Background: an optimization exercise with open tools, aiming at a short achievable clock period. Do not read the settings as production practice. At most, simulation tests tie the RTL to the original design; equivalence was not proved.

==> module bp_nand2, before the edit <==
module bp_nand2 (input logic a, b, output logic y);
   assign y = ~(a & b);
endmodule
==> module br_predictor_btb, before the edit <==
module br_predictor_btb
#(
   parameter  int ENTRIES = 16,
   parameter  int HIST_W  = 4,
   localparam int IDX_W   = $clog2(ENTRIES)
) (
   input  logic              CLK,
   input  logic              nRST,
   input  logic [31:0]       lookup_pc,
   output logic              hit,
   output logic              predict,
   output logic [31:0]       pred_target,
   output logic [HIST_W-1:0] pred_hist,
   input  logic              pc_en,
   input  logic              upd_valid,
   input  logic [31:0]       upd_pc,
   input  logic              upd_taken,
   input  logic [31:0]       upd_target,
   input  logic              upd_pred,
   input  logic [HIST_W-1:0] upd_hist,
   output logic [31:0]       br_count,
   output logic [31:0]       mispred_count
);
   localparam int TAG_W = 32 - IDX_W - 2;    
   localparam int NGRP  = (TAG_W + 2 + 3) / 4;   
   logic [ENTRIES-1:0] valid;
   logic [TAG_W-1:0]   tags    [ENTRIES];
   logic [31:0]        targets [ENTRIES];
   logic [1:0]         ctr     [ENTRIES];
   logic [IDX_W-1:0]   l_idx, u_idx;
   logic [TAG_W-1:0]   l_tag, u_tag;
   logic               upd;
   assign l_idx = lookup_pc[IDX_W+1:2];
   assign l_tag = lookup_pc[31:IDX_W+2];
   assign u_idx = upd_pc[IDX_W+1:2];
   assign u_tag = upd_pc[31:IDX_W+2];
   assign upd = upd_valid & pc_en;
   logic [3:0]         l_dlo, l_dhi;
   logic [ENTRIES-1:0] l_vd;
   logic [ENTRIES-1:0] l_a, l_b;   
   bp_dec2 u_dlo (.a(l_idx[1:0]), .y(l_dlo));
   bp_dec2 u_dhi (.a(l_idx[3:2]), .y(l_dhi));
   for (genvar i = 0; i < ENTRIES; i++) begin : g_lk
      logic [4*NGRP-1:0] e;       
      logic [NGRP-1:0]   n;
      for (genvar k = 0; k < TAG_W; k++) begin : g_x
         bp_xnor2 u_x (.a(l_tag[k]), .b(tags[i][k]), .y(e[k]));
      end
      bp_and2 u_vd (.a(valid[i]), .b(l_dlo[i%4]), .y(l_vd[i]));
      assign e[TAG_W]   = l_vd[i];
      assign e[TAG_W+1] = l_dhi[i/4];
      for (genvar g = 0; g < NGRP; g++) begin : g_n
         bp_nand4 u_n (.a(e[4*g]), .b(e[4*g+1]), .c(e[4*g+2]), .d(e[4*g+3]), .y(n[g]));
      end
      bp_nor4 u_a (.a(n[0]), .b(n[1]), .c(n[2]), .d(n[3]), .y(l_a[i]));
      bp_nor3 u_b (.a(n[4]), .b(n[5]), .c(n[6]), .y(l_b[i]));
   end
   localparam int NCOPY = 4;
   logic [NCOPY-1:0] h0, h1;
   for (genvar c = 0; c < NCOPY; c++) begin : g_cp
      logic [ENTRIES/2-1:0] pair_n;   
      for (genvar p = 0; p < ENTRIES/2; p++) begin : g_pr
         bp_a22oi u_p (.a1(l_a[2*p]), .a2(l_b[2*p]), .b1(l_a[2*p+1]), .b2(l_b[2*p+1]),
                       .y(pair_n[p]));
      end
      bp_nand4 u_h0 (.a(pair_n[0]), .b(pair_n[1]), .c(pair_n[2]), .d(pair_n[3]), .y(h0[c]));
      bp_nand4 u_h1 (.a(pair_n[4]), .b(pair_n[5]), .c(pair_n[6]), .d(pair_n[7]), .y(h1[c]));
   end
   localparam int MBITS = 9;
   logic [32:0] l_rd;    
   logic [31:0] l_tgt;
   logic [1:0]  l_ctr;
   for (genvar c = 0; c < (33 + MBITS - 1) / MBITS; c++) begin : g_md
      logic [3:0] lo, hi;
      bp_dec2 u_mlo (.a(l_idx[1:0]), .y(lo));
      bp_dec2 u_mhi (.a(l_idx[3:2]), .y(hi));
   end
   for (genvar b = 0; b < 33; b++) begin : g_mx
      logic [3:0]         m_dlo, m_dhi;
      logic [ENTRIES-1:0] d;
      logic [3:0]         gv;
      logic [1:0]         y;
      assign m_dlo = g_md[b / MBITS].lo;
      assign m_dhi = g_md[b / MBITS].hi;
      for (genvar i = 0; i < ENTRIES; i++) begin : g_d
         assign d[i] = (b == 32) ? ctr[i][1] : targets[i][b];
      end
      for (genvar q = 0; q < 4; q++) begin : g_q
         logic [1:0] x;
         bp_a22oi u_x0 (.a1(m_dlo[0]), .a2(d[4*q]),   .b1(m_dlo[1]), .b2(d[4*q+1]), .y(x[0]));
         bp_a22oi u_x1 (.a1(m_dlo[2]), .a2(d[4*q+2]), .b1(m_dlo[3]), .b2(d[4*q+3]), .y(x[1]));
         bp_nand2 u_g  (.a(x[0]), .b(x[1]), .y(gv[q]));
      end
      bp_a22oi u_y0 (.a1(m_dhi[0]), .a2(gv[0]), .b1(m_dhi[1]), .b2(gv[1]), .y(y[0]));
      bp_a22oi u_y1 (.a1(m_dhi[2]), .a2(gv[2]), .b1(m_dhi[3]), .b2(gv[3]), .y(y[1]));
      bp_nand2 u_m  (.a(y[0]), .b(y[1]), .y(l_rd[b]));
   end
   assign l_tgt    = l_rd[31:0];
   assign l_ctr[1] = l_rd[32];
   assign l_ctr[0] = 1'b0;    
   bp_or2  u_hitg (.a(h0[0]), .b(h1[0]), .y(hit));
   bp_o21a u_pred (.a1(h0[NCOPY-1]), .a2(h1[NCOPY-1]), .b(l_ctr[1]), .y(predict));
   for (genvar b = 0; b < 32; b++) begin : g_tg
      bp_o21a u_t (.a1(h0[b/(32/NCOPY)]), .a2(h1[b/(32/NCOPY)]), .b(l_tgt[b]), .y(pred_target[b]));
   end
   assign pred_hist = '0;
   logic [ENTRIES-1:0] u_sel, u_hit, u_alloc, u_tgt_we;
   always_comb begin
      for (int i = 0; i < ENTRIES; i++) begin
         u_sel[i]    = upd && (u_idx == IDX_W'(i));
         u_hit[i]    = valid[i] && (tags[i] == u_tag);
         u_alloc[i]  = u_sel[i] & ~u_hit[i];
         u_tgt_we[i] = u_sel[i] & (~u_hit[i] | upd_taken);
      end
   end
   always_ff @(posedge CLK or negedge nRST) begin
      if (!nRST) valid <= '0;
      else       valid <= valid | u_alloc;
   end
   always_ff @(posedge CLK) begin
      for (int i = 0; i < ENTRIES; i++) begin
         if (u_alloc[i])  tags[i]    <= u_tag;
         if (u_tgt_we[i]) targets[i] <= upd_target;
         if (u_sel[i]) begin
            if (!u_hit[i]) ctr[i] <= upd_taken ? bp_pkg::WEAK_T : bp_pkg::WEAK_NT;
            else           ctr[i] <= bp_pkg::sat_next(bp_pkg::counter_t'(ctr[i]), upd_taken);
         end
      end
   end
   logic unused_bits;
   assign unused_bits = ^{lookup_pc[1:0], upd_pc[1:0], upd_hist};
   always_ff @(posedge CLK or negedge nRST) begin
      if (!nRST) begin
         br_count      <= '0;
         mispred_count <= '0;
      end else if (upd) begin
         if (br_count != bp_pkg::STAT_MAX) br_count <= br_count + 32'd1;
         if ((upd_pred != upd_taken) && (mispred_count != bp_pkg::STAT_MAX))
            mispred_count <= mispred_count + 32'd1;
      end
   end
endmodule
clock: 7.0 ns
lec_check: 0
cap_margin: 20
core_margin: 2
core_utilization: 40
setup_slack_margin: 3.5
slew_margin: 20
synth_hierarchical: 1
tns_end_percent: 10
standard.sh (not shown) runs the stock make flow with config.mk's settings and CLKGATE_MAP_FILE= SYNTH_SCRIPT=/design/flow/synth_recipe.tcl, a recipe that flattens the netlist after the stock synthesis.
==> flow/flow/run.sh <==
#!/bin/bash
# The standard layout, with the lookup's pins grouped on one stretch of the
# top edge (flow/io.tcl, read by ORFS's floorplan step through IO_CONSTRAINTS)
# and timing-driven global placement weighting its critical nets harder.
set -euo pipefail
cd "$(dirname "$0")/.."
bash standard.sh "IO_CONSTRAINTS=$PWD/flow/io.tcl" \
  "GLOBAL_PLACEMENT_ARGS=-timing_driven_net_weight_max 8 -timing_driven_nets_percentage 15" \
  finish > standard.log 2>&1
Other scripts of this flow, unchanged in this note and not shown: flow/flow/io.tcl
The baseline completed with no timing, DRC or antenna violations.
==> next run, changes <==
--- a/flow/design.v
+++ b/flow/design.v
@@ -48,15 +48,12 @@
    assign y[1] = ~a[1] &  a[0];
    assign y[2] =  a[1] & ~a[0];
    assign y[3] =  a[1] &  a[0];
 endmodule
 module bp_and2 (input logic a, b, output logic y);
    assign y = a & b;
-endmodule
-module bp_nand2 (input logic a, b, output logic y);
-   assign y = ~(a & b);
 endmodule
 module br_predictor_btb
 #(
    parameter  int ENTRIES = 16,
    parameter  int HIST_W  = 4,
    localparam int IDX_W   = $clog2(ENTRIES)
@@ -120,44 +117,16 @@
          bp_a22oi u_p (.a1(l_a[2*p]), .a2(l_b[2*p]), .b1(l_a[2*p+1]), .b2(l_b[2*p+1]),
                        .y(pair_n[p]));
       end
       bp_nand4 u_h0 (.a(pair_n[0]), .b(pair_n[1]), .c(pair_n[2]), .d(pair_n[3]), .y(h0[c]));
       bp_nand4 u_h1 (.a(pair_n[4]), .b(pair_n[5]), .c(pair_n[6]), .d(pair_n[7]), .y(h1[c]));
    end
-   localparam int MBITS = 9;
-   logic [32:0] l_rd;    
    logic [31:0] l_tgt;
    logic [1:0]  l_ctr;
-   for (genvar c = 0; c < (33 + MBITS - 1) / MBITS; c++) begin : g_md
-      logic [3:0] lo, hi;
-      bp_dec2 u_mlo (.a(l_idx[1:0]), .y(lo));
-      bp_dec2 u_mhi (.a(l_idx[3:2]), .y(hi));
-   end
-   for (genvar b = 0; b < 33; b++) begin : g_mx
-      logic [3:0]         m_dlo, m_dhi;
-      logic [ENTRIES-1:0] d;
-      logic [3:0]         gv;
-      logic [1:0]         y;
-      assign m_dlo = g_md[b / MBITS].lo;
-      assign m_dhi = g_md[b / MBITS].hi;
-      for (genvar i = 0; i < ENTRIES; i++) begin : g_d
-         assign d[i] = (b == 32) ? ctr[i][1] : targets[i][b];
-      end
-      for (genvar q = 0; q < 4; q++) begin : g_q
-         logic [1:0] x;
-         bp_a22oi u_x0 (.a1(m_dlo[0]), .a2(d[4*q]),   .b1(m_dlo[1]), .b2(d[4*q+1]), .y(x[0]));
-         bp_a22oi u_x1 (.a1(m_dlo[2]), .a2(d[4*q+2]), .b1(m_dlo[3]), .b2(d[4*q+3]), .y(x[1]));
-         bp_nand2 u_g  (.a(x[0]), .b(x[1]), .y(gv[q]));
-      end
-      bp_a22oi u_y0 (.a1(m_dhi[0]), .a2(gv[0]), .b1(m_dhi[1]), .b2(gv[1]), .y(y[0]));
-      bp_a22oi u_y1 (.a1(m_dhi[2]), .a2(gv[2]), .b1(m_dhi[3]), .b2(gv[3]), .y(y[1]));
-      bp_nand2 u_m  (.a(y[0]), .b(y[1]), .y(l_rd[b]));
-   end
-   assign l_tgt    = l_rd[31:0];
-   assign l_ctr[1] = l_rd[32];
-   assign l_ctr[0] = 1'b0;    
+   assign l_tgt = targets[l_idx];
+   assign l_ctr = ctr[l_idx];
    bp_or2  u_hitg (.a(h0[0]), .b(h1[0]), .y(hit));
    bp_o21a u_pred (.a1(h0[NCOPY-1]), .a2(h1[NCOPY-1]), .b(l_ctr[1]), .y(predict));
    for (genvar b = 0; b < 32; b++) begin : g_tg
       bp_o21a u_t (.a1(h0[b/(32/NCOPY)]), .a2(h1[b/(32/NCOPY)]), .b(l_tgt[b]), .y(pred_target[b]));
    end
    assign pred_hist = '0;
Wire length went up by about 1.5%.
Synthesized cell count went down by about 0.4%.
Utilization went up by 1.2 points.
Critical path depth went down by 3.
Worst setup slack gains 0.065 ns.
Sequential share of layout area went up by 0.29 points.
First-iteration DRC count went up by 12%.
Area after synthesis went down by about 2.6%.
Sequential cell count does not change.
Non-clock buffer count went up by 72.
Only the layout flow was run in the first run of this note; the RTL was not checked for function there.

[port drivers added, routing unchanged]
The flow's constraints put no driver on any port. The routed layouts listed below were extracted and timed again, unchanged, in two steps. Step 1, drivers: a clkbuf_16 drives CLK and a buf_2 each remaining input, both assumed. Step 2 adds t to the input delays and takes it off the output delays; t is the mean of the earliest and latest rising clock arrival at the registers after step 1. Input paths then give back, and output paths get back, about the clock's delay inside the block. a / b / c = ideal / step 1 / step 2; a / b = the first two.
| run | shift t [ns] | setup slack, ns | latest minus earliest clock arrival (ns) |
|---|---|---|---|
| the first run | 0.781 | 2.126 / 2.061 / 2.061 | 0.050 / 0.050 |
| the second run | 0.781 | 2.191 / 1.918 / 1.918 | 0.032 / 0.032 |
After both steps every run listed still meets setup and hold. For the second run, which loses most, drivers alone change the setup slack by -0.273 ns; drivers and shift together by -0.273 ns.
